What follows belongs to an exercise in optimizing a design on an open flow for small area, a short achievable clock period and few clock cycles per item; a production flow would make more cautious choices.
Where RTL was checked, it was by simulation tests only, not by an equivalence proof against the original.
The RTL of runs 1 and 2 was laid out without a check of its function.
Power figures rest on the tool's default switching activity, not on a simulated workload.

$ cat flow/standard.sh
#!/bin/bash
# synth_recipe.tcl (not shown) runs the flow's synth.tcl, then flattens the netlist and writes it again
# the make line also repeats each setting of config.mk as NAME=value (left out here)
make -C /OpenROAD-flow-scripts/flow DESIGN_CONFIG=/design/flow/config.mk WORK_HOME=/design/flow/orfs CLKGATE_MAP_FILE= SYNTH_SCRIPT=/design/flow/synth_recipe.tcl "${@:-finish}"
$ cat flow/flow/run.sh
#!/bin/bash
# The standard flow, with two changes: the port buffers are the smallest
# buffer cell, and the pins are placed in regions (flow/io.tcl, made by
# gen/io_gen.py) that keep each tdata_o bit next to the input bits feeding it.
export BUFFER_PORTS_ARGS="-buffer_cell sky130_fd_sc_hd__buf_1"
export IO_CONSTRAINTS="$PWD/flow/io.tcl"
bash standard.sh > standard.log 2>&1
$ cat flow/flow/io.tcl
set_io_pin_constraint -pin_names {clk resetn tready_i tvalid_o tlast_o pe_valid_i[0] pe_valid_i[1] pe_valid_i[2] pe_valid_i[3] pe_ready_o[0] pe_ready_o[1] pe_ready_o[2] pe_ready_o[3]} -region bottom:4.00-17.40
set_io_pin_constraint -pin_names {tdata_o[0] msg_seq_num_i[0] pe_order_i[112] pe_order_i[256] pe_order_i[400] pe_order_i[544] pe_order_i[0] pe_order_i[144] pe_order_i[288] pe_order_i[432]} -region bottom:17.40-27.70
set_io_pin_constraint -pin_names {tdata_o[1] msg_seq_num_i[1] pe_order_i[1] pe_order_i[145] pe_order_i[289] pe_order_i[433]} -region bottom:27.70-33.88
set_io_pin_constraint -pin_names {tdata_o[2] msg_seq_num_i[2] pe_order_i[114] pe_order_i[258] pe_order_i[402] pe_order_i[546] pe_order_i[2] pe_order_i[146] pe_order_i[290] pe_order_i[434]} -region bottom:33.88-44.19
set_io_pin_constraint -pin_names {tdata_o[3] msg_seq_num_i[3] pe_order_i[3] pe_order_i[147] pe_order_i[291] pe_order_i[435]} -region bottom:44.19-50.37
set_io_pin_constraint -pin_names {tdata_o[4] msg_seq_num_i[4] pe_order_i[4] pe_order_i[148] pe_order_i[292] pe_order_i[436]} -region bottom:50.37-56.55
set_io_pin_constraint -pin_names {tdata_o[5] msg_seq_num_i[5] pe_order_i[5] pe_order_i[149] pe_order_i[293] pe_order_i[437]} -region bottom:56.55-62.73
set_io_pin_constraint -pin_names {tdata_o[6] msg_seq_num_i[6] pe_order_i[6] pe_order_i[150] pe_order_i[294] pe_order_i[438]} -region bottom:62.73-68.92
set_io_pin_constraint -pin_names {tdata_o[7] msg_seq_num_i[7] pe_order_i[7] pe_order_i[151] pe_order_i[295] pe_order_i[439]} -region bottom:68.92-75.10
set_io_pin_constraint -pin_names {tdata_o[8] msg_seq_num_i[8] pe_order_i[120] pe_order_i[264] pe_order_i[408] pe_order_i[552] pe_order_i[8] pe_order_i[152] pe_order_i[296] pe_order_i[440]} -region bottom:75.10-85.40
set_io_pin_constraint -pin_names {tdata_o[9] msg_seq_num_i[9] pe_order_i[9] pe_order_i[153] pe_order_i[297] pe_order_i[441]} -region bottom:85.40-91.58
set_io_pin_constraint -pin_names {tdata_o[10] msg_seq_num_i[10] pe_order_i[10] pe_order_i[154] pe_order_i[298] pe_order_i[442]} -region bottom:91.58-97.77
set_io_pin_constraint -pin_names {tdata_o[11] msg_seq_num_i[11] pe_order_i[11] pe_order_i[155] pe_order_i[299] pe_order_i[443]} -region bottom:97.77-103.95
set_io_pin_constraint -pin_names {tdata_o[12] msg_seq_num_i[12] pe_order_i[12] pe_order_i[156] pe_order_i[300] pe_order_i[444]} -region bottom:103.95-110.13
set_io_pin_constraint -pin_names {tdata_o[13] msg_seq_num_i[13] pe_order_i[13] pe_order_i[157] pe_order_i[301] pe_order_i[445]} -region bottom:110.13-116.31
set_io_pin_constraint -pin_names {tdata_o[14] msg_seq_num_i[14] pe_order_i[14] pe_order_i[158] pe_order_i[302] pe_order_i[446]} -region bottom:116.31-122.50
set_io_pin_constraint -pin_names {tdata_o[15] msg_seq_num_i[15] pe_order_i[15] pe_order_i[159] pe_order_i[303] pe_order_i[447]} -region bottom:122.50-128.68
set_io_pin_constraint -pin_names {tdata_o[16] msg_seq_num_i[16] pe_order_i[64] pe_order_i[208] pe_order_i[352] pe_order_i[496] pe_order_i[16] pe_order_i[160] pe_order_i[304] pe_order_i[448]} -region bottom:128.68-138.98
set_io_pin_constraint -pin_names {tdata_o[17] msg_seq_num_i[17] pe_order_i[65] pe_order_i[209] pe_order_i[353] pe_order_i[497] pe_order_i[17] pe_order_i[161] pe_order_i[305] pe_order_i[449]} -region bottom:138.98-149.29
set_io_pin_constraint -pin_names {tdata_o[18] msg_seq_num_i[18] pe_order_i[66] pe_order_i[210] pe_order_i[354] pe_order_i[498] pe_order_i[18] pe_order_i[162] pe_order_i[306] pe_order_i[450]} -region bottom:149.29-159.59
set_io_pin_constraint -pin_names {tdata_o[19] msg_seq_num_i[19] pe_order_i[67] pe_order_i[211] pe_order_i[355] pe_order_i[499] pe_order_i[19] pe_order_i[163] pe_order_i[307] pe_order_i[451]} -region bottom:159.59-169.89
set_io_pin_constraint -pin_names {tdata_o[20] msg_seq_num_i[20] pe_order_i[68] pe_order_i[212] pe_order_i[356] pe_order_i[500] pe_order_i[20] pe_order_i[164] pe_order_i[308] pe_order_i[452]} -region bottom:169.89-180.20
set_io_pin_constraint -pin_names {tdata_o[21] msg_seq_num_i[21] pe_order_i[69] pe_order_i[213] pe_order_i[357] pe_order_i[501] pe_order_i[21] pe_order_i[165] pe_order_i[309] pe_order_i[453]} -region bottom:180.20-190.50
set_io_pin_constraint -pin_names {tdata_o[22] msg_seq_num_i[22] pe_order_i[70] pe_order_i[214] pe_order_i[358] pe_order_i[502] pe_order_i[22] pe_order_i[166] pe_order_i[310] pe_order_i[454]} -region bottom:190.50-200.81
set_io_pin_constraint -pin_names {tdata_o[23] msg_seq_num_i[23] pe_order_i[71] pe_order_i[215] pe_order_i[359] pe_order_i[503] pe_order_i[23] pe_order_i[167] pe_order_i[311] pe_order_i[455]} -region bottom:200.81-211.11
set_io_pin_constraint -pin_names {tdata_o[24] msg_seq_num_i[24] pe_order_i[72] pe_order_i[216] pe_order_i[360] pe_order_i[504] pe_order_i[24] pe_order_i[168] pe_order_i[312] pe_order_i[456]} -region bottom:211.11-221.41
set_io_pin_constraint -pin_names {tdata_o[25] msg_seq_num_i[25] pe_order_i[73] pe_order_i[217] pe_order_i[361] pe_order_i[505] pe_order_i[25] pe_order_i[169] pe_order_i[313] pe_order_i[457]} -region bottom:221.41-231.72
set_io_pin_constraint -pin_names {tdata_o[26] msg_seq_num_i[26] pe_order_i[74] pe_order_i[218] pe_order_i[362] pe_order_i[506] pe_order_i[26] pe_order_i[170] pe_order_i[314] pe_order_i[458]} -region bottom:231.72-242.02
set_io_pin_constraint -pin_names {tdata_o[27] msg_seq_num_i[27] pe_order_i[75]} -region bottom:242.02-245.11
set_io_pin_constraint -pin_names {pe_order_i[219] pe_order_i[363] pe_order_i[507] pe_order_i[27] pe_order_i[171] pe_order_i[315] pe_order_i[459]} -region right:4.00-14.66
set_io_pin_constraint -pin_names {tdata_o[28] msg_seq_num_i[28] pe_order_i[76] pe_order_i[220] pe_order_i[364] pe_order_i[508] pe_order_i[28] pe_order_i[172] pe_order_i[316] pe_order_i[460]} -region right:14.66-29.89
set_io_pin_constraint -pin_names {tdata_o[29] msg_seq_num_i[29] pe_order_i[77] pe_order_i[221] pe_order_i[365] pe_order_i[509] pe_order_i[29] pe_order_i[173] pe_order_i[317] pe_order_i[461]} -region right:29.89-45.13
set_io_pin_constraint -pin_names {tdata_o[30] msg_seq_num_i[30] pe_order_i[78] pe_order_i[222] pe_order_i[366] pe_order_i[510] pe_order_i[30] pe_order_i[174] pe_order_i[318] pe_order_i[462]} -region right:45.13-60.36
set_io_pin_constraint -pin_names {tdata_o[31] msg_seq_num_i[31] pe_order_i[79] pe_order_i[223] pe_order_i[367] pe_order_i[511] pe_order_i[31] pe_order_i[175] pe_order_i[319] pe_order_i[463]} -region right:60.36-75.59
set_io_pin_constraint -pin_names {tdata_o[32] pe_order_i[128] pe_order_i[272] pe_order_i[416] pe_order_i[560] pe_order_i[80] pe_order_i[224] pe_order_i[368] pe_order_i[512] pe_order_i[32] pe_order_i[176] pe_order_i[320] pe_order_i[464]} -region right:75.59-95.39
set_io_pin_constraint -pin_names {tdata_o[33] pe_order_i[81] pe_order_i[225] pe_order_i[369] pe_order_i[513] pe_order_i[33] pe_order_i[177] pe_order_i[321] pe_order_i[465]} -region right:95.39-109.10
set_io_pin_constraint -pin_names {tdata_o[34] pe_order_i[82] pe_order_i[226] pe_order_i[370] pe_order_i[514] pe_order_i[34] pe_order_i[178] pe_order_i[322] pe_order_i[466]} -region right:109.10-122.81
set_io_pin_constraint -pin_names {tdata_o[35] pe_order_i[83] pe_order_i[227] pe_order_i[371] pe_order_i[515] pe_order_i[35] pe_order_i[179] pe_order_i[323] pe_order_i[467]} -region right:122.81-136.52
set_io_pin_constraint -pin_names {tdata_o[36] pe_order_i[84] pe_order_i[228] pe_order_i[372] pe_order_i[516] pe_order_i[36] pe_order_i[180] pe_order_i[324] pe_order_i[468]} -region right:136.52-150.23
set_io_pin_constraint -pin_names {tdata_o[37] pe_order_i[85] pe_order_i[229] pe_order_i[373] pe_order_i[517] pe_order_i[37] pe_order_i[181] pe_order_i[325] pe_order_i[469]} -region right:150.23-163.94
set_io_pin_constraint -pin_names {tdata_o[38] pe_order_i[86] pe_order_i[230] pe_order_i[374] pe_order_i[518] pe_order_i[38] pe_order_i[182] pe_order_i[326] pe_order_i[470]} -region right:163.94-177.64
set_io_pin_constraint -pin_names {tdata_o[39] pe_order_i[87] pe_order_i[231] pe_order_i[375] pe_order_i[519] pe_order_i[39] pe_order_i[183] pe_order_i[327] pe_order_i[471]} -region right:177.64-191.35
set_io_pin_constraint -pin_names {tdata_o[40] pe_order_i[136] pe_order_i[280] pe_order_i[424] pe_order_i[568] pe_order_i[88] pe_order_i[232] pe_order_i[376] pe_order_i[520] pe_order_i[40] pe_order_i[184] pe_order_i[328] pe_order_i[472]} -region right:191.35-211.16
set_io_pin_constraint -pin_names {tdata_o[41] pe_order_i[89] pe_order_i[233] pe_order_i[377] pe_order_i[521] pe_order_i[41] pe_order_i[185] pe_order_i[329] pe_order_i[473]} -region right:211.16-224.86
set_io_pin_constraint -pin_names {tdata_o[42] pe_order_i[138] pe_order_i[282] pe_order_i[426] pe_order_i[570] pe_order_i[90] pe_order_i[234] pe_order_i[378] pe_order_i[522] pe_order_i[42] pe_order_i[186] pe_order_i[330] pe_order_i[474]} -region right:224.86-244.67
set_io_pin_constraint -pin_names {tdata_o[43] pe_order_i[91] pe_order_i[235] pe_order_i[379] pe_order_i[523] pe_order_i[43] pe_order_i[187] pe_order_i[331] pe_order_i[475]} -region top:236.73-246.00
set_io_pin_constraint -pin_names {tdata_o[44] pe_order_i[92] pe_order_i[236] pe_order_i[380] pe_order_i[524] pe_order_i[44] pe_order_i[188] pe_order_i[332] pe_order_i[476]} -region top:227.45-236.73
set_io_pin_constraint -pin_names {tdata_o[45] pe_order_i[93] pe_order_i[237] pe_order_i[381] pe_order_i[525] pe_order_i[45] pe_order_i[189] pe_order_i[333] pe_order_i[477]} -region top:218.18-227.45
set_io_pin_constraint -pin_names {tdata_o[46] pe_order_i[94] pe_order_i[238] pe_order_i[382] pe_order_i[526] pe_order_i[46] pe_order_i[190] pe_order_i[334] pe_order_i[478]} -region top:208.91-218.18
set_io_pin_constraint -pin_names {tdata_o[47] pe_order_i[95] pe_order_i[239] pe_order_i[383] pe_order_i[527] pe_order_i[47] pe_order_i[191] pe_order_i[335] pe_order_i[479]} -region top:199.63-208.91
set_io_pin_constraint -pin_names {tdata_o[48] session_id_i[0] pe_order_i[96] pe_order_i[240] pe_order_i[384] pe_order_i[528] pe_order_i[48] pe_order_i[192] pe_order_i[336] pe_order_i[480]} -region top:189.33-199.63
set_io_pin_constraint -pin_names {tdata_o[49] session_id_i[1] pe_order_i[97] pe_order_i[241] pe_order_i[385] pe_order_i[529] pe_order_i[49] pe_order_i[193] pe_order_i[337] pe_order_i[481]} -region top:179.02-189.33
set_io_pin_constraint -pin_names {tdata_o[50] session_id_i[2] pe_order_i[98] pe_order_i[242] pe_order_i[386] pe_order_i[530] pe_order_i[50] pe_order_i[194] pe_order_i[338] pe_order_i[482]} -region top:168.72-179.02
set_io_pin_constraint -pin_names {tdata_o[51] session_id_i[3] pe_order_i[99] pe_order_i[243] pe_order_i[387] pe_order_i[531] pe_order_i[51] pe_order_i[195] pe_order_i[339] pe_order_i[483]} -region top:158.42-168.72
set_io_pin_constraint -pin_names {tdata_o[52] session_id_i[4] pe_order_i[100] pe_order_i[244] pe_order_i[388] pe_order_i[532] pe_order_i[52] pe_order_i[196] pe_order_i[340] pe_order_i[484]} -region top:148.11-158.42
set_io_pin_constraint -pin_names {tdata_o[53] session_id_i[5] pe_order_i[101] pe_order_i[245] pe_order_i[389] pe_order_i[533] pe_order_i[53] pe_order_i[197] pe_order_i[341] pe_order_i[485]} -region top:137.81-148.11
set_io_pin_constraint -pin_names {tdata_o[54] session_id_i[6] pe_order_i[102] pe_order_i[246] pe_order_i[390] pe_order_i[534] pe_order_i[54] pe_order_i[198] pe_order_i[342] pe_order_i[486]} -region top:127.50-137.81
set_io_pin_constraint -pin_names {tdata_o[55] session_id_i[7] pe_order_i[103] pe_order_i[247] pe_order_i[391] pe_order_i[535] pe_order_i[55] pe_order_i[199] pe_order_i[343] pe_order_i[487]} -region top:117.20-127.50
set_io_pin_constraint -pin_names {tdata_o[56] session_id_i[8] pe_order_i[104] pe_order_i[248] pe_order_i[392] pe_order_i[536] pe_order_i[56] pe_order_i[200] pe_order_i[344] pe_order_i[488]} -region top:106.90-117.20
set_io_pin_constraint -pin_names {tdata_o[57] session_id_i[9] pe_order_i[105] pe_order_i[249] pe_order_i[393] pe_order_i[537] pe_order_i[57] pe_order_i[201] pe_order_i[345] pe_order_i[489]} -region top:96.59-106.90
set_io_pin_constraint -pin_names {tdata_o[58] session_id_i[10] pe_order_i[106] pe_order_i[250] pe_order_i[394] pe_order_i[538] pe_order_i[58] pe_order_i[202] pe_order_i[346] pe_order_i[490]} -region top:86.29-96.59
set_io_pin_constraint -pin_names {tdata_o[59] session_id_i[11] pe_order_i[107] pe_order_i[251] pe_order_i[395] pe_order_i[539] pe_order_i[59] pe_order_i[203] pe_order_i[347] pe_order_i[491]} -region top:75.98-86.29
set_io_pin_constraint -pin_names {tdata_o[60] session_id_i[12] pe_order_i[108] pe_order_i[252] pe_order_i[396] pe_order_i[540] pe_order_i[60] pe_order_i[204] pe_order_i[348] pe_order_i[492]} -region top:65.68-75.98
set_io_pin_constraint -pin_names {tdata_o[61] session_id_i[13] pe_order_i[109] pe_order_i[253] pe_order_i[397] pe_order_i[541] pe_order_i[61] pe_order_i[205] pe_order_i[349] pe_order_i[493]} -region top:55.38-65.68
set_io_pin_constraint -pin_names {tdata_o[62] session_id_i[14] pe_order_i[110] pe_order_i[254] pe_order_i[398] pe_order_i[542] pe_order_i[62] pe_order_i[206] pe_order_i[350] pe_order_i[494]} -region top:45.07-55.38
set_io_pin_constraint -pin_names {tdata_o[63] session_id_i[15] pe_order_i[111] pe_order_i[255] pe_order_i[399] pe_order_i[543] pe_order_i[63] pe_order_i[207] pe_order_i[351] pe_order_i[495]} -region top:34.77-45.07
set_io_pin_constraint -pin_names {pe_order_i[113] pe_order_i[115] pe_order_i[116] pe_order_i[117] pe_order_i[118] pe_order_i[119] pe_order_i[121] pe_order_i[122] pe_order_i[123] pe_order_i[124] pe_order_i[125] pe_order_i[126] pe_order_i[127] pe_order_i[129] pe_order_i[130] pe_order_i[131] pe_order_i[132] pe_order_i[133] pe_order_i[134] pe_order_i[135] pe_order_i[137] pe_order_i[139] pe_order_i[140] pe_order_i[141] pe_order_i[142] pe_order_i[143] pe_order_i[257] pe_order_i[259] pe_order_i[260]} -region top:4.89-34.77
set_io_pin_constraint -pin_names {pe_order_i[261] pe_order_i[262] pe_order_i[263] pe_order_i[265] pe_order_i[266] pe_order_i[267] pe_order_i[268] pe_order_i[269] pe_order_i[270] pe_order_i[271] pe_order_i[273] pe_order_i[274] pe_order_i[275] pe_order_i[276] pe_order_i[277] pe_order_i[278] pe_order_i[279] pe_order_i[281] pe_order_i[283] pe_order_i[284] pe_order_i[285] pe_order_i[286] pe_order_i[287] pe_order_i[401] pe_order_i[403] pe_order_i[404] pe_order_i[405] pe_order_i[406] pe_order_i[407] pe_order_i[409] pe_order_i[410] pe_order_i[411] pe_order_i[412] pe_order_i[413] pe_order_i[414] pe_order_i[415] pe_order_i[417] pe_order_i[418] pe_order_i[419] pe_order_i[420] pe_order_i[421] pe_order_i[422] pe_order_i[423] pe_order_i[425] pe_order_i[427] pe_order_i[428] pe_order_i[429] pe_order_i[430] pe_order_i[431] pe_order_i[545] pe_order_i[547] pe_order_i[548] pe_order_i[549] pe_order_i[550] pe_order_i[551] pe_order_i[553] pe_order_i[554] pe_order_i[555] pe_order_i[556] pe_order_i[557] pe_order_i[558] pe_order_i[559] pe_order_i[561] pe_order_i[562] pe_order_i[563] pe_order_i[564] pe_order_i[565] pe_order_i[566] pe_order_i[567] pe_order_i[569] pe_order_i[571] pe_order_i[572] pe_order_i[573] pe_order_i[574] pe_order_i[575]} -region left:131.76-246.00
$ cat flow/config.mk
export PLATFORM = sky130hd
export DESIGN_NAME = top_payload_generator
export DESIGN_NICKNAME = top_payload_generator
export VERILOG_FILES = /design/flow/design.v
export SDC_FILE = /design/flow/constraint.sdc
export NUM_CORES = 4
export LEC_CHECK = 0
export CAP_MARGIN = 20
export CORE_AREA = 2.5 2.5 247.5 247.5
export DIE_AREA = 0 0 250 250
export SETUP_SLACK_MARGIN = 3.2
export SLEW_MARGIN = 20
$ cat flow/design.v
`timescale 1ns/1ns
package order_pkg;
    typedef enum logic [7:0] {
        NEW     = 8'h30,
        CANCEL  = 8'h34,
        REPLACE = 8'h35
    } exec_type_e;
    typedef enum logic [7:0] {
        BUY  = 8'h31,
        SELL = 8'h32
    } side_e;
    typedef enum logic [7:0] {
        MARKET = 8'h31,
        LIMIT  = 8'h32
    } ord_type_e;
    typedef enum logic [7:0] {
        DAY = 8'h30,
        IOC = 8'h33,
        FOK = 8'h34
    } tif_e;
    typedef logic [31:0]       price_t;
    typedef logic [15:0]       qty_t;
    typedef logic [64-1:0] symbol_t;
    typedef struct packed {
        exec_type_e exec_type;
        side_e      side;
        ord_type_e  ord_type;
        tif_e       tif;
        price_t     price;
        qty_t       qty;
        symbol_t    symbol;
    } order_t;
    typedef logic [5-1:0][7:0] order_no_t;
endpackage
`timescale 1ns/1ns
package stream_pkg;
    typedef logic [64-1:0] beat_t;
    typedef logic [$clog2(4)-1:0] pe_idx_t;
    typedef enum logic [2:0] {
        IDLE,
        HDR,
        BODY,
        SYM,
        TAIL
    } builder_state_e;
    typedef logic [15:0] session_id_t;
    typedef logic [31:0] seq_num_t;
endpackage
`timescale 1ns/1ns
module order_no_counter (
    input  logic                 clk,
    input  logic                 resetn,
    input  logic                 advance_i,
    output order_pkg::order_no_t order_no_o
);
    logic [4*5-1:0] bcd_q;
    logic [5-1:0]   carry;
    always_comb begin
        logic c;
        c = advance_i;
        carry[0] = c;
        for (int d = 1; d < 5; d++) begin
            c = c && (bcd_q[4*(d-1) +: 4] == 4'd9);
            carry[d] = c;
        end
    end
    always_ff @(posedge clk) begin
        if (!resetn) begin
            bcd_q <= '0;
        end else begin
            for (int d = 0; d < 5; d++) begin
                if (carry[d]) begin
                    bcd_q[4*d +: 4] <= (bcd_q[4*d +: 4] == 4'd9) ? 4'd0 : bcd_q[4*d +: 4] + 4'd1;
                end
            end
        end
    end
    logic [8*5-1:0] ascii;
    always_comb begin
        for (int d = 0; d < 5; d++) begin
            ascii[8*d +: 8] = {4'h3, bcd_q[4*d +: 4]};
        end
    end
    assign order_no_o = ascii;
endmodule
`timescale 1ns/1ns
module top_payload_generator (
    input  logic                          clk,
    input  logic                          resetn,
    input  logic [15:0]                   session_id_i,
    input  logic [31:0]                   msg_seq_num_i,
    input  logic [4-1:0]            pe_valid_i,
    input  logic [4*(32 + 32 + 16 + 64)-1:0]   pe_order_i,
    output logic [4-1:0]            pe_ready_o,
    input  logic                          tready_i,
    output logic                          tvalid_o,
    output logic                          tlast_o,
    output logic [64-1:0]            tdata_o
);
    logic                 tvalid_q, tvalid_d;
    logic [1:0]           beat_q, beat_d;      
    stream_pkg::pe_idx_t  eng_q, eng_d;        
    logic                 have_q, have_d;      
    logic [4-1:0]   rdy_q, rdy_d;
    stream_pkg::beat_t    tdata_q, tdata_d;
    logic [3:0]           bsel_q;              
    logic [2:0][4-1:0] esel_q;           
    order_pkg::order_no_t order_no;
    logic                 ld;
    logic                 adv;         
    logic                 mid;         
    logic                 start;
    logic [1:0]           nbeat_d;
    logic [4-1:0]   cand;
    stream_pkg::pe_idx_t  pick;
    logic                 found;
    assign ld    = !tvalid_q || tready_i;
    assign mid   = tvalid_q && (beat_q == 2'd0 || beat_q == 2'd1);
    assign start = (!tvalid_q || beat_q == 2'd3) && have_q;
    assign adv   = ld && tvalid_q && beat_q == 2'd2;
    assign cand = pe_valid_i & ~rdy_q;
    always_comb begin
        found = 1'b0;
        pick  = eng_q;
        for (int k = 1; k <= 4; k++) begin
            if (!found && cand[stream_pkg::pe_idx_t'(eng_q + k)]) begin
                found = 1'b1;
                pick  = stream_pkg::pe_idx_t'(eng_q + k);
            end
        end
    end
    always_comb begin
        tvalid_d = tvalid_q;
        beat_d   = beat_q;
        eng_d    = eng_q;
        have_d   = have_q;
        rdy_d    = '0;
        if (ld) begin
            if (mid || (tvalid_q && beat_q == 2'd2)) begin
                beat_d = beat_q + 2'd1;
            end else if (start) begin
                tvalid_d = 1'b1;
                beat_d   = 2'd0;
                have_d   = 1'b0;
            end else begin
                tvalid_d = 1'b0;
            end
            if (tvalid_q && beat_q == 2'd1) begin
                rdy_d[eng_q] = 1'b1;
            end
        end
        if (!have_q && !mid) begin
            have_d = found;
            eng_d  = pick;
        end
        if (!resetn) begin
            tvalid_d = 1'b0;
            beat_d   = 2'd0;
            eng_d    = '0;
            have_d   = 1'b0;
            rdy_d    = '0;
        end
        nbeat_d = (tvalid_d && beat_d != 2'd3) ? beat_d + 2'd1 : 2'd0;
    end
    always_ff @(posedge clk) begin
        tvalid_q <= tvalid_d;
        beat_q   <= beat_d;
        eng_q    <= eng_d;
        have_q   <= have_d;
        rdy_q    <= rdy_d;
        for (int b = 0; b < 4; b++) begin
            bsel_q[b] <= nbeat_d == 2'(b);
        end
        for (int b = 0; b < 3; b++) begin
            for (int e = 0; e < 4; e++) begin
                esel_q[b][e] <= nbeat_d == 2'(b) && eng_d == stream_pkg::pe_idx_t'(e);
            end
        end
    end
    logic [4-1:0][64-1:0] eterm;
    for (genvar e = 0; e < 4; e++) begin : g_eng
        logic [(32 + 32 + 16 + 64)-1:0] o;
        assign o = pe_order_i[e*(32 + 32 + 16 + 64) +: (32 + 32 + 16 + 64)];
        assign eterm[e] = ({64{esel_q[0][e]}} & {16'h0,
                                                 5'b0, o[138], 1'b0, o[136],
                                                 6'b0, ~o[128], o[128],
                                                 32'h0})
                        | ({64{esel_q[1][e]}} & {o[111:80], o[79:64],
                                                 6'b0, ~o[120], o[120],
                                                 5'b0, o[114], o[112], o[112]})
                        | ({64{esel_q[2][e]}} & o[63:0]);
    end
    assign tdata_d = ({64{bsel_q[0]}} & {session_id_i, 8'h30, 8'h30, msg_seq_num_i})
                   | ({64{bsel_q[1]}} & {32'h0, 16'h0, 8'h30, 8'h30})
                   | ({64{bsel_q[3]}} & {order_no, 24'd0})
                   | eterm[0] | eterm[1] | eterm[2] | eterm[3];
    always_ff @(posedge clk) begin
        if (ld) tdata_q <= tdata_d;
    end
    order_no_counter u_order_no (
        .clk        (clk),
        .resetn     (resetn),
        .advance_i  (adv),
        .order_no_o (order_no)
    );
    assign tvalid_o   = tvalid_q;
    assign tlast_o    = tvalid_q && beat_q == 2'd3;
    assign tdata_o    = tdata_q;
    assign pe_ready_o = rdy_q;
endmodule
$ cat flow/constraint.sdc
create_clock -name core_clock -period 5.0 [get_ports {clk}]
set_input_delay 1.0000 -clock core_clock [delete_from_list [all_inputs] [get_ports {clk}]]
set_output_delay 1.0000 -clock core_clock [all_outputs]
set_load 0.01 [all_outputs]
==> results of run 1 <==
[area by class of cell]
class                   instances  area (sq um)
clock inverters                 6         62.56
flip-flops and latches        109          2859
fillers                      6656         47720
multi-input cells             510          4202
inverters                      24         95.09
well taps                     773         967.2
clock buffers                  10         229.0
repair buffers                667          3104
[report_power, final]
| group | total [mW] | leakage (nW) | switching [mW] | internal (mW) |
|---|---|---|---|---|
| logic | 1.44 | 2.59 | 0.771 | 0.669 |
| clock network | 0.764 | 0.143 | 0.409 | 0.354 |
| registers | 1.43 | 1.05 | 0.190 | 1.24 |
| total | 3.64 | 3.78 | 1.37 | 2.26 |
[what timing repair did]
item | CTS | global route
setup buffers | 39 | 15
setup endpoints to repair | 168 | 160
gates resized for setup | 96 | 105
pin swaps | 17 | 36
cloned | 0 | 1
[worst max-delay path, cell delays in order]
cell	delay [ns]
buf_6	0.09
nand2b_4	0.05
mux4_2	0.48
o311a_1	0.38
a211oi_4	0.26
nor4b_4	0.30
and2_1	0.17
[placed cells by master (no fill, tap or decap), types with 4 or more instances in the layout]
cell type / count
edfxtp_1: 64
dfxtp_1: 26
a221oi_1: 50
buf_6: 27
dfxtp_2: 14
a22oi_1: 116
nand4_1: 30
nand2_4: 4
inv_2: 4
a21oi_1: 21
ha_4: 4
nor3_2: 4
ha_1: 4
inv_1: 18
buf_8: 5
buf_12: 4
nand2b_4: 7
dfxtp_4: 5
a222oi_1: 35
buf_1: 524
clkbuf_2: 46
nor2b_1: 7
clkbuf_16: 10
buf_2: 19
mux2i_1: 7
nand2_1: 21
nor2_4: 4
a21oi_2: 4
nor2_1: 21
nand3_1: 36
a22o_1: 45
buf_4: 40
and2_1: 10
xnor2_1: 4
[worst min path at each step]
stage                         startpoint                    to  slack [ns]
floorplan            u_order_no.bcd_q[7]   u_order_no.bcd_q[7]        0.50
global placement    u_order_no.bcd_q[16]  u_order_no.bcd_q[16]        0.54
detailed placement  u_order_no.bcd_q[18]  u_order_no.bcd_q[19]        0.53
CTS                 u_order_no.bcd_q[18]  u_order_no.bcd_q[19]        0.56
global route        u_order_no.bcd_q[12]  u_order_no.bcd_q[12]        0.59
finish              u_order_no.bcd_q[12]  u_order_no.bcd_q[12]        0.55
[sequential cells by signal, indices dropped and copies added (netlist names)]
| name | count |
|---|---|
| beat_q | 2 |
| bsel_q | 3 |
| eng_q | 2 |
| esel_q | 12 |
| have_q | 1 |
| rdy_q | 4 |
| tdata_q | 64 |
| tvalid_q | 1 |
| u_order_no.bcd_q | 20 |
[cells by family (layout without fill, tap and decap cells)]
logic type                 count (synthesis)  in the layout  share of synthesized area, %
AOI/OAI and AO/OA                        304            304                         35.49
and+or+nand+nor                          180            180                         14.34
DFF                                      109            109                         41.16
buffers and inverters                     89            707                         4.871
adders and majority gates                  9              9                         1.642
xor gates and xnor gates                   9              9                         1.149
muxes                                      8              8                         1.350
[metal layers]
layer	wire length [um]	up-vias	global-route usage (%)
met2	18790	355	19.56
met4	485	0	3.432
met5	0	-	0
met3	2000	28	1.836
met1	12930	4340	11.00
li1	-	4202	-
[per-stage QoR]
step           util, %  setup slack (ns)  instance area [sq um]  hold WS [ns]
2_1_floorplan        -             2.082                   6989        0.4954
3_3_place_gp     17.08             1.593                  10120        0.5418
3_5_place_dp     17.08             1.567                  10120        0.5342
4_1_cts          18.64             2.600                  11040        0.5647
5_1_grt          19.44             2.515                  11520        0.5914
6_report         19.44             2.592                  11520        0.5550
==> out/metrics.csv, run 1 <==
metric,value,unit
critical path start-end classification,input pin to register,
Synth Instances,708,
ys async rst share,0,%
"count leader, synth",a22oi_1,
Starting Density,11.58,%
CTS Buffer Depth,2,
Pleak,3.782,nW
ys flop type,edfxtp_1,
total wire length,34210,um
Tot Pwr,3.636,mW
Core Footprint,59240,sq um
maximum clock rate,415.3,MHz
WP data arrival,2.72,ns
Finished Layout Cells,2099,
post-synth top area share,28.02,%
GR Util All Layers,10.13,%
I/O Buffers,596,
Worst setup EP type,register,
top post-synthesis cells by area,"edfxtp_1, dfxtp_1, a22oi_1",
via/cell ratio,4.252,
worst-path fanout max,3,
drt first pass iters,9,
largest net degree at the start of global routing,65,
Max H-tree Level,3,
gr ovfl total,0,
Die Wd,250,um
row cnt,89,
Post-synth EDFFs,64,
Final period util,48.16,%
Yosys cell types,52,
first-pass GRT wire length,48490,um
worst flop-to-flop path startpoint,beat_q[1],
Worst Max-Slew Pin Slew,0.6337,ns
die area,62500,sq um
hold_buf cts,0,
Final Max Slew Viols,0,
Final Skew,0.01488,ns
max cap viols,0,
Tmin final,2.408,ns
status,finished clean,
nets,1961,
required time of the critical path,5.32,ns
Final Hold Fails,0,
drt drc,0,
"Area growth, synth to finish",67.96,%
R2R Path End,esel_q[8],
"Clk Latency, worst-skew pair",0.39,ns
"Seq/Total Area, Yosys",41.16,%
Post-Syn Nets,1348,
WL/cell,16.30,um
RSZ-0062 raised after global routing,true,
Root Driver,clkbuf_16,
Initial DRC Count,750,
Die Height,250,um
CTS tree,built,
n_diodes,0,
Setup crit start,pe_valid_i[3],
average cell area after synthesis,9.686,sq um
Worst setup endpoint,esel_q[10],
"top cells by count, synth","a22oi_1, edfxtp_1, a221oi_1, clkbuf_1",
setup TNS,0,ns
vias in the first global route,8689,
HP Class,register to register,
Cell Pwr Density,315.6,nW/um^2
cell total after placement,2028,
Slew HR,57.75,%
Synth Register Bits,109,
cts bufs inserted,9,
final setup violating endpoints,0,
Boundary Pins,701,
Setup crit start kind,input pin,
Sink Count,109,
hold depth,2,
share of layout cells above drive strength 1,19.00,%
YS warnings,2,
initial antenna violation count,0,
VDD IR max,171.7,uV
Detailed Place HPWL,25090,um
"antenna viol nets, final",0,
vias,8925,
largest area contributor in the netlist,edfxtp_1,
Routability Congestion,0.7661,
clock transition at the registers of the reported paths,0.09,ns
cell area after synthesis,6858,sq um
"setup slack, reg-to-reg",2.64,ns
Worst R2R Path Depth,13,
==> run 2: changes to the inputs <==
--- a/flow/design.v
+++ b/flow/design.v
@@ -99,16 +99,16 @@
 );
-    logic                 tvalid_q, tvalid_d;
-    logic [1:0]           beat_q, beat_d;      
-    stream_pkg::pe_idx_t  eng_q, eng_d;        
-    logic                 have_q, have_d;      
-    logic [4-1:0]   rdy_q, rdy_d;
+    logic                 tvalid_q;
+    logic                 tlast_q;
+    logic [3:0]           bsel_q;
+    logic [2:0][4-1:0] esel_q;
+    stream_pkg::pe_idx_t  cur_q;       
+    stream_pkg::pe_idx_t  nxt_q;       
+    logic                 have_q;
+    logic [4-1:0]   rdy_q;
     stream_pkg::beat_t    tdata_q, tdata_d;
-    logic [3:0]           bsel_q;              
-    logic [2:0][4-1:0] esel_q;           
     order_pkg::order_no_t order_no;
     logic                 ld;
-    logic                 adv;         
-    logic                 mid;         
     logic                 start;
-    logic [1:0]           nbeat_d;
+    logic                 next0;       
+    logic [4-1:0]   busy;
     logic [4-1:0]   cand;
@@ -117,13 +117,13 @@
     assign ld    = !tvalid_q || tready_i;
-    assign mid   = tvalid_q && (beat_q == 2'd0 || beat_q == 2'd1);
-    assign start = (!tvalid_q || beat_q == 2'd3) && have_q;
-    assign adv   = ld && tvalid_q && beat_q == 2'd2;
-    assign cand = pe_valid_i & ~rdy_q;
+    assign start = ld && bsel_q[0] && (|esel_q[0]);
+    assign next0 = ld ? (bsel_q[3] || (bsel_q[0] && !(|esel_q[0]))) : bsel_q[0];
+    assign busy = esel_q[1] | esel_q[2] | rdy_q;
+    assign cand = pe_valid_i & ~busy;
     always_comb begin
         found = 1'b0;
-        pick  = eng_q;
+        pick  = cur_q;
         for (int k = 1; k <= 4; k++) begin
-            if (!found && cand[stream_pkg::pe_idx_t'(eng_q + k)]) begin
+            if (!found && cand[stream_pkg::pe_idx_t'(cur_q + k)]) begin
                 found = 1'b1;
-                pick  = stream_pkg::pe_idx_t'(eng_q + k);
+                pick  = stream_pkg::pe_idx_t'(cur_q + k);
             end
@@ -131,47 +131,35 @@
     end
-    always_comb begin
-        tvalid_d = tvalid_q;
-        beat_d   = beat_q;
-        eng_d    = eng_q;
-        have_d   = have_q;
-        rdy_d    = '0;
-        if (ld) begin
-            if (mid || (tvalid_q && beat_q == 2'd2)) begin
-                beat_d = beat_q + 2'd1;
-            end else if (start) begin
-                tvalid_d = 1'b1;
-                beat_d   = 2'd0;
-                have_d   = 1'b0;
+    always_ff @(posedge clk) begin
+        if (!resetn) begin
+            tvalid_q <= 1'b0;
+            tlast_q  <= 1'b0;
+            bsel_q   <= 4'b0001;
+            esel_q   <= '0;
+            cur_q    <= '0;
+            nxt_q    <= '0;
+            have_q   <= 1'b0;
+            rdy_q    <= '0;
+        end else begin
+            if (ld) begin
+                tvalid_q  <= !bsel_q[0] || (|esel_q[0]);
+                tlast_q   <= bsel_q[3];
+                bsel_q[1] <= start;
+                bsel_q[2] <= bsel_q[1];
+                bsel_q[3] <= bsel_q[2];
+                bsel_q[0] <= next0;
+                esel_q[1] <= start ? esel_q[0] : '0;
+                esel_q[2] <= esel_q[1];
+                rdy_q     <= esel_q[2];
             end else begin
-                tvalid_d = 1'b0;
+                rdy_q     <= '0;
             end
-            if (tvalid_q && beat_q == 2'd1) begin
-                rdy_d[eng_q] = 1'b1;
+            for (int e = 0; e < 4; e++) begin
+                esel_q[0][e] <= next0 && have_q && !start && nxt_q == stream_pkg::pe_idx_t'(e);
             end
-        end
-        if (!have_q && !mid) begin
-            have_d = found;
-            eng_d  = pick;
-        end
-        if (!resetn) begin
-            tvalid_d = 1'b0;
-            beat_d   = 2'd0;
-            eng_d    = '0;
-            have_d   = 1'b0;
-            rdy_d    = '0;
-        end
-        nbeat_d = (tvalid_d && beat_d != 2'd3) ? beat_d + 2'd1 : 2'd0;
-    end
-    always_ff @(posedge clk) begin
-        tvalid_q <= tvalid_d;
-        beat_q   <= beat_d;
-        eng_q    <= eng_d;
-        have_q   <= have_d;
-        rdy_q    <= rdy_d;
-        for (int b = 0; b < 4; b++) begin
-            bsel_q[b] <= nbeat_d == 2'(b);
-        end
-        for (int b = 0; b < 3; b++) begin
-            for (int e = 0; e < 4; e++) begin
-                esel_q[b][e] <= nbeat_d == 2'(b) && eng_d == stream_pkg::pe_idx_t'(e);
+            if (start) begin
+                cur_q  <= nxt_q;
+                have_q <= 1'b0;
+            end else if (!have_q) begin
+                have_q <= found;
+                nxt_q  <= pick;
             end
@@ -202,3 +190,3 @@
         .resetn     (resetn),
-        .advance_i  (adv),
+        .advance_i  (ld && bsel_q[3]),
         .order_no_o (order_no)
@@ -206,3 +194,3 @@
     assign tvalid_o   = tvalid_q;
-    assign tlast_o    = tvalid_q && beat_q == 2'd3;
+    assign tlast_o    = tlast_q;
     assign tdata_o    = tdata_q;
==> out/metrics.csv, run 2 <==
metric,value,unit,change
top post-synthesis cells by area,"edfxtp_1, dfxtp_1, a22oi_1",,
hold_buf cts,0,,unchanged
Synth Register Bits,111,,+1.8%
n_diodes,0,,unchanged
final setup violating endpoints,0,,unchanged
Die Height,250,um,unchanged
via/cell ratio,4.257,,+0.12%
Worst Max-Slew Pin Slew,0.7599,ns,+0.1262 ns
Detailed Place HPWL,24460,um,-2.5%
CTS Buffer Depth,2,,unchanged
Yosys cell types,55,,+5.8%
status,finished clean,,
Post-synth EDFFs,64,,unchanged
max cap viols,0,,unchanged
Core Footprint,59240,sq um,unchanged
total wire length,36100,um,+5.6%
worst-path fanout max,4,,+1
ys async rst share,0,%,unchanged
row cnt,89,,unchanged
cell total after placement,2023,,-0.25%
clock transition at the registers of the reported paths,0.09,ns,about the same
required time of the critical path,5.26,ns,-0.06 ns
average cell area after synthesis,9.668,sq um,-0.19%
Routability Congestion,0.7372,,-3.8%
clock power share,26.5,%,+5.5 points
Pleak,3.824,nW,+1.1%
fin util,19.42,%,about the same
M1 GR Usage,12.50,%,+1.5 points
Initial DRC Count,1001,,+33%
Synth Instances,706,,-0.28%
drt first pass iters,6,,-3
gr ovfl total,0,,unchanged
"top cells by count, synth","a22oi_1, edfxtp_1, a221oi_1, clkbuf_1, dfxtp_1",,
nets,1949,,-0.61%
ys flop type,edfxtp_1,,
WP data arrival,2.20,ns,-0.52 ns
cell mode on critical path,and3_4,,
WP buf/inv,4,,+3
Starting Density,11.52,%,-0.055 points
Comb power frac,30.9,%,-8.7 points
WL/cell,17.23,um,+5.7%
"Area growth, synth to finish",68.60,%,
Worst setup EP type,register,,
Final Hold Fails,0,,unchanged
"antenna viol nets, final",0,,unchanged
"commonest cells after routing, fill and taps aside","buf_1, a22oi_1, edfxtp_1, a221oi_1, clkbuf_2",,
cts bufs inserted,9,,unchanged
Slowest cell on crit path,nor2b_4,,
Die Wd,250,um,unchanged
"Seq/Total Area, Yosys",41.94,%,+0.78 points
Hold WS,0.4657,ns,-0.08928 ns
register name with the most flops,tdata_q,,
Largest regs,"tdata_q: 64 flops, u_order_no.bcd_q: 20 flops, esel_q: 12 flops",,
HP Class,register to register,,
CTS tree,built,,
sw frac,33.83,%,-3.9 points
Sink Count,111,,+1.8%
share of layout cells above drive strength 1,18.52,%,-0.49 points
VDD IR max,179.0,uV,+4.3%
Finished Layout Cells,2096,,-0.14%
post-synth top area share,28.16,%,+0.13 points
Final Skew,0.01619,ns,+0.001315 ns
Reg power frac,42.6,%,+3.2 points
vias,8923,,-0.022%
Tmin final,1.943,ns,-0.4649 ns
worst-path cell chain,buf_6 > nor2b_4 > inv_8 > buf_8 > buf_16 > and3_4 > and3_4 > xnor2_2 > nor2_1,,
YS warnings,2,,unchanged
largest area contributor in the netlist,edfxtp_1,,
initial antenna violation count,0,,unchanged
Boundary Pins,701,,unchanged
cell area after synthesis,6825,sq um,-0.47%
Root Driver,clkbuf_16,,
drt drc,0,,unchanged
Cell Pwr Density,257.5,nW/um^2,-18%
"Largest stage delay, worst path",0.19,ns,-0.29 ns
"Clk Latency, worst-skew pair",0.39,ns,about the same
critical path start-end classification,input pin to register,,
Slew HR,49.27,%,-8.5 points
Max H-tree Level,3,,unchanged
vias in the first global route,8553,,-1.6%
maximum clock rate,514.6,MHz,+24%
die area,62500,sq um,unchanged
Post-Syn Nets,1337,,-0.82%
max FFs per register,64,,unchanged
Global Route met3 Usage,2.785,%,+0.95 points
Final period util,38.86,%,-9.3 points
P_int,1.961,mW,-13%
GR Util All Layers,10.83,%,+0.71 points
RSZ-0062 raised after global routing,true,,
I/O Buffers,596,,unchanged
"count leader, synth",a22oi_1,,
Top Usage Layer GRT,met2,,
largest net degree at the start of global routing,57,,-12%
Final Max Slew Viols,0,,unchanged
first-pass GRT wire length,51050,um,+5.3%
"commonest non-fill, non-tap cell in the layout",buf_1,,
"delay-heaviest family, CP",simple AND/OR/NAND/NOR gates,,
met2 Usage GRT,19.72,%,+0.16 points
Psw,1.002,mW,-27%
Setup crit start kind,input pin,,
setup TNS,0,ns,unchanged
[run 2: cell count changes after synthesis, moves of 7 or more]
cell | previous run | this run
a21oi_1 | 26 | 35
ha_1 | 9 | 0
inv_1 | 22 | 15
nand2b_1 | 8 | 1
nand2_1 | 26 | 42
and2_1 | 12 | 0
[run 2: layer usage]
layer | vias to the layer above | wire length [um]
li1 | 4191 | -
met5 | - | 0
met3 | 36 | 2517
met1 | 4323 | 14290
met4 | 0 | 643
met2 | 373 | 18660
[run 2: tightest hold or removal path, stage by stage, from the launching register on]
cell	delay, ns
dfxtp_1	0.33
nand2_2	0.06
a21oi_1	0.05
[run 2: what timing repair did]
action                                  4_1_cts  5_1_grt
endpoints found under the setup margin      177      129
gates cloned                                  4        2
setup buffers                                29       22
pin swaps                                     7       15
gates resized for setup                      72      101
[run 2: path summary, 6_finish.rpt]
| check | startpoint | slack (ns) | cells after the start | end |
|---|---|---|---|---|
| worst max register to register | u_order_no.bcd_q[1] | 3.16 | 8 | u_order_no.bcd_q[16] |
| worst max-delay path | tready_i | 3.06 | 9 | u_order_no.bcd_q[6] |
| worst min-delay path | bsel_q[2] | 0.47 | 2 | bsel_q[3] |
| worst min register to register | bsel_q[2] | 0.47 | 2 | bsel_q[3] |
[run 2: metrics by stage]
step | power, mW | worst slack (ns) | instance area [sq um]
final | 2.963 | 3.057 | 11510
after global routing | 3.150 | 3.012 | 11510
after CTS | 2.926 | 3.033 | 10970
after detailed placement | 2.022 | 1.820 | 10060
after global placement | 2.014 | 1.871 | 10060
after floorplan | 1.630 | 2.977 | 6993
[run 2: power by group through the flow]
stage                     Combinational, mW  Sequential [mW]  Clock [mW]
final                                 0.914             1.26       0.786
after global routing                  0.992             1.28       0.875
after CTS                             0.819             1.27       0.841
after detailed placement              0.735             1.29           0
after global placement                0.730             1.28           0
after floorplan                       0.306             1.32           0
[run 2: cells by family (layout without fill, tap and decap cells)]
logic type,after synthesis,count (layout),synth area share [%]
buf+inv,87,704,5.059
compound gates,306,306,35.23
simple gates,188,188,15.71
mux,4,4,0.7699
xor+xnor,10,10,1.283
flops,111,111,41.94
[run 2: layout make-up]
type	instances	area (sq um)
clock buffer	9	225.2
inverter	16	67.56
tap	773	967.2
timing repair buffer	671	3283
multi-input combinational	508	3959
fill	6717	47730
timing repair inverter	1	6.256
sequential	111	2908
clock inverter	7	91.34
==> run 3: changes to the inputs <==
--- a/flow/design.v
+++ b/flow/design.v
@@ -56,10 +56,13 @@
     logic [4*5-1:0] bcd_q;
-    logic [5-1:0]   carry;
+    logic [5-1:0]   nine_q;     
+    logic [5-1:0]   step_q;     
+    logic [5-1:0]   nine;
+    logic [5-1:0]   step;
     always_comb begin
         logic c;
-        c = advance_i;
-        carry[0] = c;
-        for (int d = 1; d < 5; d++) begin
-            c = c && (bcd_q[4*(d-1) +: 4] == 4'd9);
-            carry[d] = c;
+        c = 1'b1;
+        for (int d = 0; d < 5; d++) begin
+            nine[d] = bcd_q[4*d +: 4] == 4'd9;
+            step[d] = c;
+            c = c && nine[d];
         end
@@ -68,7 +71,11 @@
         if (!resetn) begin
-            bcd_q <= '0;
+            bcd_q  <= '0;
+            nine_q <= '0;
+            step_q <= 'b1;
         end else begin
+            nine_q <= nine;
+            step_q <= step;
             for (int d = 0; d < 5; d++) begin
-                if (carry[d]) begin
-                    bcd_q[4*d +: 4] <= (bcd_q[4*d +: 4] == 4'd9) ? 4'd0 : bcd_q[4*d +: 4] + 4'd1;
+                if (advance_i && step_q[d]) begin
+                    bcd_q[4*d +: 4] <= nine_q[d] ? 4'd0 : bcd_q[4*d +: 4] + 4'd1;
                 end
==> out/metrics.csv, run 3 <==
metric,value,unit,change
ys flop type,edfxtp_1,,
Routability Congestion,0.7315,,-0.77%
gr ovfl total,0,,unchanged
Setup crit start kind,register,,
Post-Syn Nets,1382,,+3.4%
cell area after synthesis,7079,sq um,+3.7%
GR Util All Layers,10.80,%,-0.033 points
cts bufs inserted,17,,+8
Worst Max-Slew Pin Slew,0.5727,ns,-0.1872 ns
Sink Count,119,,+7.2%
clock transition at the registers of the reported paths,0.06,ns,-0.03 ns
average cell area after synthesis,9.554,sq um,-1.2%
Boundary Pins,701,,unchanged
HP Class,register to register,,
die area,62500,sq um,unchanged
hold_buf cts,0,,unchanged
register name with the most flops,tdata_q,,
RSZ-0062 raised after global routing,true,,
share of layout cells above drive strength 1,14.70,%,-3.8 points
setup TNS,0,ns,unchanged
post-synth top area share,27.15,%,-1.0 points
vias in the first global route,8699,,+1.7%
"setup slack, reg-to-reg",3.24,ns,+0.08 ns
"antenna viol nets, final",0,,unchanged
Final Hold Fails,0,,unchanged
Detailed Place HPWL,24610,um,+0.58%
Largest regs,"tdata_q: 64 flops, u_order_no.bcd_q: 20 flops, esel_q: 12 flops",,
Yosys cell types,48,,-13%
Worst setup EP type,output port,,
"count leader, synth",a22oi_1,,
Reg power frac,37.8,%,-4.8 points
maximum clock rate,506.5,MHz,-1.6%
Post-synth EDFFs,64,,unchanged
P_int,2.581,mW,+32%
required time of the critical path,4.00,ns,-1.26 ns
worst-path cell chain,clkbuf_2,,
max cap viols,0,,unchanged
drt first pass iters,7,,+1
"delay-heaviest family, CP",flip-flops,,
largest area contributor in the netlist,edfxtp_1,,
"Seq/Total Area, Yosys",42.70,%,+0.76 points
Slew HR,61.82,%,+13 points
CTS tree,built,,
Synth Register Bits,119,,+7.2%
VDD IR max,242.4,uV,+35%
Hold WS,0.4664,ns,+0.0006820 ns
YS warnings,2,,unchanged
"Area growth, synth to finish",62.80,%,
Max H-tree Level,4,,+1
Final Skew,0.009908,ns,-0.006282 ns
worst-path fanout max,1,,-3
final setup violating endpoints,0,,unchanged
"Clk Latency, worst-skew pair",0.46,ns,+0.07 ns
Post-Layout Inst Area,11520,sq um,+0.15%
drt drc,0,,unchanged
Tmin final,1.974,ns,+0.03124 ns
first-pass GRT wire length,50580,um,-0.92%
Core Footprint,59240,sq um,unchanged
largest net degree at the start of global routing,59,,+3.5%
clock power share,32.4,%,+5.9 points
Psw,1.313,mW,+31%
Die Wd,250,um,unchanged
WP buf/inv,1,,-3
WL/cell,17.59,um,+2.1%
Worst R2R Path Depth,5,,-3
Area after DPL,10310,sq um,+2.4%
via/cell ratio,4.348,,+2.1%
Cell Pwr Density,337.9,nW/um^2,+31%
row cnt,89,,unchanged
"Largest stage delay, worst path",0.37,ns,+0.18 ns
"commonest cells after routing, fill and taps aside","buf_1, a22oi_1, edfxtp_1, a221oi_1, clkbuf_2",,
Final Max Slew Viols,0,,unchanged
Slowest cell on crit path,edfxtp_1,,
Final period util,39.49,%,+0.62 points
Comb power frac,29.8,%,-1.1 points
Pleak,3.802,nW,-0.58%
Die Height,250,um,unchanged
ys async rst share,0,%,unchanged
Root Driver,clkbuf_16,,
max FFs per register,64,,unchanged
I/O Buffers,596,,unchanged
critical path start-end classification,register to output port,,
Synth Instances,741,,+5.0%
"commonest non-fill, non-tap cell in the layout",buf_1,,
"top cells by count, synth","a22oi_1, edfxtp_1, clkbuf_1, dfxtp_1, a221oi_1",,
nets,1968,,+0.97%
filler cell count,6659,,-0.86%
Initial DRC Count,970,,-3.1%
Starting Density,11.95,%,+0.43 points
CTS Buffer Depth,2,,unchanged
hold depth,2,,unchanged
Critical Path Stages,1,,-8
vias,9197,,+3.1%
status,finished clean,,
top post-synthesis cells by area,"edfxtp_1, dfxtp_1, a22oi_1",,
total wire length,37200,um,+3.0%
sw frac,33.71,%,-0.12 points
WP data arrival,0.97,ns,-1.23 ns
initial antenna violation count,3,,+3
[run 3: final timing paths]
path                                 start         end
worst max register to register   esel_q[7]      have_q
worst min register to register   bsel_q[2]   bsel_q[3]
worst max-delay path            tdata_q[6]  tdata_o[6]
worst min-delay path             bsel_q[2]   bsel_q[3]
[run 3: cells by family after synthesis]
group / after synthesis / synth area share [%]
AO/OA/AOI/OAI: 325 / 35.58
AND/OR/NAND/NOR: 195 / 14.67
flip-flops: 119 / 42.70
buffers and inverters: 89 / 4.860
adder cells (fa/ha/maj): 10 / 1.767
multiplexers: 3 / 0.4242
[run 3: power groups by stage]
stage          clock network [mW]  registers (mW)  logic, mW
2_1_floorplan                   0            1.53      0.459
3_3_place_gp                    0            1.49      0.990
3_5_place_dp                    0            1.50      0.992
4_1_cts                      1.32            1.48       1.09
5_1_grt                      1.35            1.51       1.26
6_report                     1.26            1.47       1.16
[run 3: routing by layer]
metal	up-vias	track usage [%]	wire length, um
li1	4303	-	-
met1	4482	12.09	14730
met2	376	19.81	19100
met3	36	2.795	2465
met4	0	3.584	904
met5	-	0	0
[run 3: stage by stage]
| stage | instances | power (mW) | utilization (%) | setup slack [ns] |
|---|---|---|---|---|
| global route | 2113 | 4.114 | 19.45 | 2.953 |
| detailed placement | 2053 | 2.492 | 17.40 | 2.121 |
| floorplan | 741 | 1.992 | - | 2.815 |
| CTS | 2101 | 3.885 | 18.91 | 2.967 |
| global placement | 2053 | 2.482 | 17.40 | 2.119 |
| finish | 2115 | 3.894 | 19.45 | 3.026 |
[run 3: area by class of cell]
cell class / instances / area [sq um] / share of cell area, %
timing repair buffer: 638 / 2894 / 25.11
multi-input combinational: 533 / 3892 / 33.77
clock inverter: 12 / 108.9 / 0.9445
antenna: 2 / 5.005 / 0.04343
sequential: 119 / 3073 / 26.66
tap: 773 / 967.2 / 8.392
clock buffer: 20 / 479.2 / 4.158
inverter: 15 / 71.32 / 0.6188
timing repair inverter: 3 / 33.78 / 0.2931
[run 3: timing repair]
item | CTS | global route
resized for setup | 48 | 79
endpoints found under the setup margin | 221 | 106
pin swaps | 1 | 5
buffers inserted | 13 | 9
cloned | 3 | 3
Testbench counts of run 3, summed over its fixed seeds: cycles 38,424, items 9,600.
==> run 4: changes to the inputs <==
--- a/flow/config.mk
+++ b/flow/config.mk
@@ -7,2 +7,3 @@
 export LEC_CHECK = 0
+export ABC_AREA = 1
 export CAP_MARGIN = 20
==> out/metrics.csv, run 4 <==
metric,value,unit,change
Final Max Slew Viols,0,,unchanged
Post-synth EDFFs,64,,unchanged
average cell area after synthesis,7.938,sq um,-17%
largest net degree at the start of global routing,55,,-6.8%
Core Footprint,59240,sq um,unchanged
Worst R2R Path Depth,4,,-1
largest area contributor in the netlist,edfxtp_1,,
Final Skew,0.01330,ns,+0.003394 ns
Max H-tree Level,4,,unchanged
VDD IR max,251.2,uV,+3.6%
via/cell ratio,4.088,,-6.0%
"antenna viol nets, final",0,,unchanged
Slew HR,65.81,%,+4.0 points
post-synth top area share,25.62,%,-1.5 points
Tot Pwr,4.920,mW,+26%
initial antenna violation count,3,,unchanged
Die Wd,250,um,unchanged
drt first pass iters,5,,-2
cts bufs inserted,17,,unchanged
"Clk Latency, worst-skew pair",0.46,ns,about the same
max FFs per register,64,,unchanged
CTS Buffer Depth,2,,unchanged
"Largest stage delay, worst path",0.38,ns,about the same
gr ovfl total,0,,unchanged
YS warnings,2,,unchanged
worst flop-to-flop path startpoint,esel_q[10],,
clock transition at the registers of the reported paths,0.06,ns,about the same
max cap viols,0,,unchanged
WP buf/inv,1,,unchanged
worst-path fanout max,1,,unchanged
Finished Layout Cells,2317,,+9.6%
worst-path cell chain,clkbuf_2,,
"commonest cells after routing, fill and taps aside","buf_1, nand2_1, a221oi_1, a22o_1, edfxtp_1",,
Hold EP,tlast_q,,
"delay-heaviest family, CP",flip-flops,,
Tmin final,1.983,ns,+0.008090 ns
Worst setup EP type,output port,,
Sink Count,119,,unchanged
required time of the critical path,4.00,ns,about the same
WL/cell,16.15,um,-8.2%
hold_sp,tlast_q,,
Boundary Pins,701,,unchanged
status,finished clean,,
ys flop type,edfxtp_1,,
share of layout cells above drive strength 1,11.98,%,-2.7 points
Worst Max-Slew Pin Slew,0.5128,ns,-0.05985 ns
Yosys cell types,35,,-27%
maximum clock rate,504.4,MHz,-0.41%
cell area after synthesis,7501,sq um,+6.0%
nets,2172,,+10%
final setup violating endpoints,0,,unchanged
Synth Register Bits,119,,unchanged
die area,62500,sq um,unchanged
Final Hold Fails,0,,unchanged
Final period util,39.65,%,+0.16 points
Synth Instances,945,,+28%
hold depth,2,,unchanged
Post-Syn Nets,1586,,+15%
register name with the most flops,tdata_q,,
vias in the first global route,8929,,+2.6%
"setup slack, reg-to-reg",3.27,ns,+0.03 ns
first-pass GRT wire length,52210,um,+3.2%
total wire length,37420,um,+0.60%
Setup WS pre-CTS,2.443,ns,+0.3221 ns
"commonest non-fill, non-tap cell in the layout",buf_1,,
R2R Path End,tdata_q[9],,
GR Util All Layers,11.12,%,+0.32 points
Setup crit start kind,register,,
setup TNS,0,ns,unchanged
RSZ-0062 raised after global routing,true,,
ys async rst share,0,%,unchanged
WP data arrival,0.98,ns,about the same
"top cells by count, synth","nand2_1, a221oi_1, a22o_1, edfxtp_1, nand4_1",,
vias,9472,,+3.0%
Hold WS,0.4769,ns,+0.01050 ns
hold_buf cts,0,,unchanged
Die Height,250,um,unchanged
n_diodes,0,,-2
critical path start-end classification,register to output port,,
cell total after placement,2265,,+10%
top post-synthesis cells by area,"edfxtp_1, dfxtp_1, nand2_1",,
row cnt,89,,unchanged
Root Driver,clkbuf_16,,
drt drc,0,,unchanged
Pleak,4.230,nW,+11%
I/O Buffers,596,,unchanged
Routability Congestion,0.7816,,+6.8%
"Area growth, synth to finish",56.10,%,
"count leader, synth",nand2_1,,
"Seq/Total Area, Yosys",40.30,%,-2.4 points
Starting Density,12.66,%,+0.71 points
Slowest cell on crit path,edfxtp_1,,
min setup slack post-route,3.017,ns,-0.008090 ns
Detailed Place HPWL,25970,um,+5.5%
Largest regs,"tdata_q: 64 flops, u_order_no.bcd_q: 20 flops, esel_q: 12 flops",,
Initial DRC Count,780,,-20%
HP Class,register to register,,
Cell Pwr Density,420.2,nW/um^2,+24%
CTS tree,built,,
## run 4: cell count changes after synthesis, sizes merged, moves of 25 or more
cell | previous run | this run
nand4 | 26 | 60
clkbuf | 55 | 23
nor2 | 23 | 50
a221oi | 51 | 86
nand2 | 46 | 288
a222oi | 35 | 0
inv | 14 | 53
a22oi | 116 | 3
buf | 19 | 44
## run 4: stage by stage
step                      util, %  cell area (sq um)
final                       19.76              11710
after global placement      17.87              10590
after CTS                   19.32              11440
after floorplan                 -               7527
after global routing        19.76              11710
after detailed placement    17.87              10590
## run 4: logic make-up (layout without fill, tap and decap cells)
family          count (synthesis)  in the layout  share of synthesized area [%]
buf+inv                       121            720                          6.755
flops                         119            119                          40.30
fa+ha+maj                      10             10                          1.668
compound gates                243            243                          24.10
simple gates                  447            447                          26.59
xor+xnor                        5              5                         0.5839
## run 4: final cells by class
cell class	count	area, sq um
Sequential cell	119	3058
Timing Repair Buffer	632	2793
Timing Repair inverter	2	20.02
Clock inverter	12	137.6
Fill cell	6706	47530
Clock buffer	20	479.2
Multi-Input combinational cell	705	4033
Inverter	54	221.5
Tap cell	773	967.2
## run 4: worst max-delay path by stage
stage / from / to / cells after the start
final: tdata_q[1] / tdata_o[1] / 1
after global routing: tdata_q[0] / tdata_o[0] / 1
after CTS: tdata_q[1] / tdata_o[1] / 1
after detailed placement: tready_i / nxt_q[1] / 11
after global placement: tready_i / u_order_no.bcd_q[4] / 8
after floorplan: tready_i / nxt_q[1] / 10
## run 4: repair_timing
| item | in CTS | in global routing |
|---|---|---|
| endpoints found under the setup margin | 149 | 150 |
| buffers inserted | 9 | 7 |
| gates cloned | 2 | 2 |
| gates resized for setup | 58 | 64 |
| pin swaps | 3 | 2 |
## run 4: power breakdown
part	leakage (nW)	internal (mW)	total, mW	switching, mW
logic	2.81	0.793	1.98	1.18
clock network	0.294	0.796	1.30	0.509
registers	1.13	1.43	1.64	0.203
## run 4: per-layer routing
layer	vias up	wire length (um)	global-route usage, %
met2	350	19770	20.83
met1	4438	14520	12.20
met3	33	2555	3.108
li1	4651	-	-
met4	0	579	3.094
met5	-	0	0
==> run 5: changes to the inputs <==
--- a/flow/config.mk
+++ b/flow/config.mk
@@ -7,5 +7,6 @@
 export LEC_CHECK = 0
-export ABC_AREA = 1
 export CAP_MARGIN = 20
 export CORE_AREA = 2.5 2.5 247.5 247.5
+export CTS_CLUSTER_DIAMETER = 150
+export CTS_CLUSTER_SIZE = 40
 export DIE_AREA = 0 0 250 250
==> out/metrics.csv, run 5 <==
metric,value,unit,change
worst-path fanout max,1,,unchanged
multiplexer share of the synthesized area,0.4242,%,+0.42 points
drt drc,0,,unchanged
"Largest stage delay, worst path",0.37,ns,about the same
clock transition at the registers of the reported paths,0.06,ns,about the same
"commonest non-fill, non-tap cell in the layout",buf_1,,
required time of the critical path,4.00,ns,about the same
"delay-heaviest family, CP",flip-flops,,
"commonest cells after routing, fill and taps aside","buf_1, a22oi_1, edfxtp_1, a221oi_1, clkbuf_2",,
Worst R2R Path Depth,5,,+1
Critical Path Stages,1,,unchanged
Sink Count,119,,unchanged
average cell area after synthesis,9.554,sq um,+20%
Routability Congestion,0.7315,,-6.4%
Initial DRC Count,970,,+24%
Psw,1.313,mW,-31%
"setup slack, reg-to-reg",3.24,ns,-0.03 ns
WL/cell,17.59,um,+8.9%
CTS tree,built,,
ys async rst share,0,%,unchanged
critical path start-end classification,register to output port,,
HP Class,register to register,,
setup TNS,0,ns,unchanged
maximum clock rate,506.5,MHz,+0.41%
Final Skew,0.009908,ns,-0.003394 ns
total wire length,37200,um,-0.59%
status,finished clean,,
Reg power frac,37.8,%,+4.5 points
largest area contributor in the netlist,edfxtp_1,,
Synth Instances,741,,-22%
Worst setup endpoint,tdata_o[6],,
Post-synth EDFFs,64,,unchanged
Pleak,3.802,nW,-10%
Slowest cell on crit path,edfxtp_1,,
Comb power frac,29.8,%,-10 points
die area,62500,sq um,unchanged
"top cells by count, synth","a22oi_1, edfxtp_1, clkbuf_1, dfxtp_1, a221oi_1",,
RSZ-0062 raised after global routing,true,,
Die Wd,250,um,unchanged
hold_buf cts,0,,unchanged
Post-Synth XOR/XNOR Area,0,%,-0.58 points
Final Hold Fails,0,,unchanged
Die Height,250,um,unchanged
drt first pass iters,7,,+2
R2R Path End,have_q,,
Largest regs,"tdata_q: 64 flops, u_order_no.bcd_q: 20 flops, esel_q: 12 flops",,
Root Driver,clkbuf_16,,
final setup violating endpoints,0,,unchanged
share of layout cells above drive strength 1,14.70,%,+2.7 points
I/O Buffers,596,,unchanged
worst flop-to-flop path startpoint,esel_q[7],,
cell area after synthesis,7079,sq um,-5.6%
Compound-Gate Fraction of Synth Area,35.58,%,+11 points
max FFs per register,64,,unchanged
Tot Pwr,3.894,mW,-21%
"Seq/Total Area, Yosys",42.70,%,+2.4 points
via/cell ratio,4.348,,+6.4%
vias in the first global route,8699,,-2.6%
clock power share,32.4,%,+5.9 points
P_int,2.581,mW,-15%
Max H-tree Level,4,,unchanged
register name with the most flops,tdata_q,,
filler cell count,6659,,-0.70%
Synth Register Bits,119,,unchanged
"count leader, synth",a22oi_1,,
Yosys cell types,48,,+37%
Slew HR,61.82,%,-4.0 points
top post-synthesis cells by area,"edfxtp_1, dfxtp_1, a22oi_1",,
Cell Pwr Density,337.9,nW/um^2,-20%
Worst setup EP type,output port,,
cts bufs inserted,17,,unchanged
Core Footprint,59240,sq um,unchanged
worst-path cell chain,clkbuf_2,,
Simple-Gate Fraction of Synth Area,14.67,%,-12 points
sw frac,33.71,%,-4.8 points
max cap viols,0,,unchanged
Boundary Pins,701,,unchanged
largest net degree at the start of global routing,59,,+7.3%
post-synth top area share,27.15,%,+1.5 points
Detailed Place HPWL,24610,um,-5.3%
GR Util All Layers,10.80,%,-0.32 points
CTS Buffer Depth,2,,unchanged
first-pass GRT wire length,50580,um,-3.1%
Post-Synth Adder-Cell Area,1.767,%,+0.099 points
gr ovfl total,0,,unchanged
VDD IR max,242.4,uV,-3.5%
initial antenna violation count,3,,unchanged
main combinational cell family by area after synthesis,compound AO/OA/AOI/OAI gates,,
WP buf/inv,1,,unchanged
"antenna viol nets, final",0,,unchanged
vias,9197,,-2.9%
Starting Density,11.95,%,-0.71 points
row cnt,89,,unchanged
Setup crit start,tdata_q[6],,
Tmin final,1.974,ns,-0.008090 ns
Final period util,39.49,%,-0.16 points
Setup crit start kind,register,,
Worst Max-Slew Pin Slew,0.5727,ns,+0.05985 ns
"Area growth, synth to finish",62.80,%,
ys flop type,edfxtp_1,,
Final Max Slew Viols,0,,unchanged
"Clk Latency, worst-skew pair",0.46,ns,about the same
Post-Syn Nets,1382,,-13%
YS warnings,2,,unchanged
WP data arrival,0.97,ns,about the same
nets,1968,,-9.4%
run 5: layout make-up:
class                           count  area [sq um]  area share (%)
Tap cell                          773         967.2           8.392
Sequential cell                   119          3073           26.66
Timing Repair Buffer              638          2894           25.11
Inverter                           15         71.32          0.6188
Clock inverter                     12         108.9          0.9445
Multi-Input combinational cell    533          3892           33.77
Timing Repair inverter              3         33.78          0.2931
Clock buffer                       20         479.2           4.158
Antenna cell                        2         5.005         0.04343
run 5: timing repair:
action,in CTS,in global routing
setup buffers,13,9
endpoints found under the setup margin,221,106
pin swaps,1,5
gates cloned,3,3
gates resized for setup,48,79
run 5: per-stage QoR:
step                utilization (%)  cells  setup slack, ns  instance area (sq um)  hold WS (ns)
global route                  19.45   2113            2.953                  11520        0.4972
global placement              17.40   2053            2.119                  10310        0.4494
CTS                           18.91   2101            2.967                  11200        0.4656
floorplan                         -    741            2.815                   7234        0.4389
detailed placement            17.40   2053            2.121                  10310        0.4544
finish                        19.45   2115            3.026                  11520        0.4664
run 5: per-layer routing:
layer / GRT usage [%] / vias to the layer above / part of all wire (%)
met1: 12.09 / 4482 / 40
li1: - / 4303 / -
met5: 0 / - / 0
met2: 19.81 / 376 / 51
met3: 2.795 / 36 / 6.6
met4: 3.584 / 0 / 2.4
run 5: power groups by stage:
stage / clock network [mW] / registers [mW] / logic, mW
6_report: 1.26 / 1.47 / 1.16
2_1_floorplan: 0 / 1.53 / 0.459
5_1_grt: 1.35 / 1.51 / 1.26
4_1_cts: 1.32 / 1.48 / 1.09
3_5_place_dp: 0 / 1.50 / 0.992
3_3_place_gp: 0 / 1.49 / 0.990
run 5: cell families after synthesis:
logic type | count (synthesis)
AND/OR/NAND/NOR | 195
multiplexers | 3
adder cells (fa/ha/maj) | 10
AO/OA/AOI/OAI | 325
flip-flops | 119
buffers and inverters | 89
run 5: how the worst min path moves through the flow:
stage | slack, ns | startpoint | end | depth (start not counted)
after floorplan | 0.44 | nxt_q[1] | esel_q[1] | 1
after global placement | 0.45 | bsel_q[2] | bsel_q[3] | 2
after detailed placement | 0.45 | bsel_q[2] | bsel_q[3] | 2
after CTS | 0.47 | bsel_q[2] | bsel_q[3] | 2
after global routing | 0.50 | bsel_q[2] | bsel_q[3] | 2
final | 0.47 | bsel_q[2] | bsel_q[3] | 2

==> re-timing with driven ports <==
Ports are ideal in the flow. The routed layouts listed here were re-timed in OpenROAD.
Step 1 (the two cells are an assumption about what drives the block):
set clk [get_ports {clk}]
set_driving_cell -lib_cell sky130_fd_sc_hd__clkbuf_16 $clk
set_driving_cell -lib_cell sky130_fd_sc_hd__buf_2 [delete_from_list [all_inputs] $clk]
Step 2 times the ports against the registers' clock, not the clock port: input delays grow and output delays shrink by t, the midpoint of the rising clock arrivals with the driver on.
a / b / c = no drivers / after step 1 / after step 2; a / b = the first two.
run	t, ns	setup slack, ns	hold slack, ns	pins driven straight from the clock port
run 1	0.434	2.592 / 2.592 / 2.158	0.555 / 0.555 / 0.555	1
run 2	0.439	3.057 / 3.018 / 2.644	0.466 / 0.466 / 0.466	1
run 3	0.510	3.026 / 2.969 / 2.648	0.466 / 0.466 / 0.466	1
run 4	0.505	3.017 / 2.963 / 2.747	0.477 / 0.477 / 0.477	1
run 5	0.510	3.026 / 2.969 / 2.648	0.466 / 0.466 / 0.466	1
After both steps every run listed still meets setup and hold. The setup slack of run 1, which loses most, moves by 0.000 ns with the drivers and by -0.434 ns with both steps.
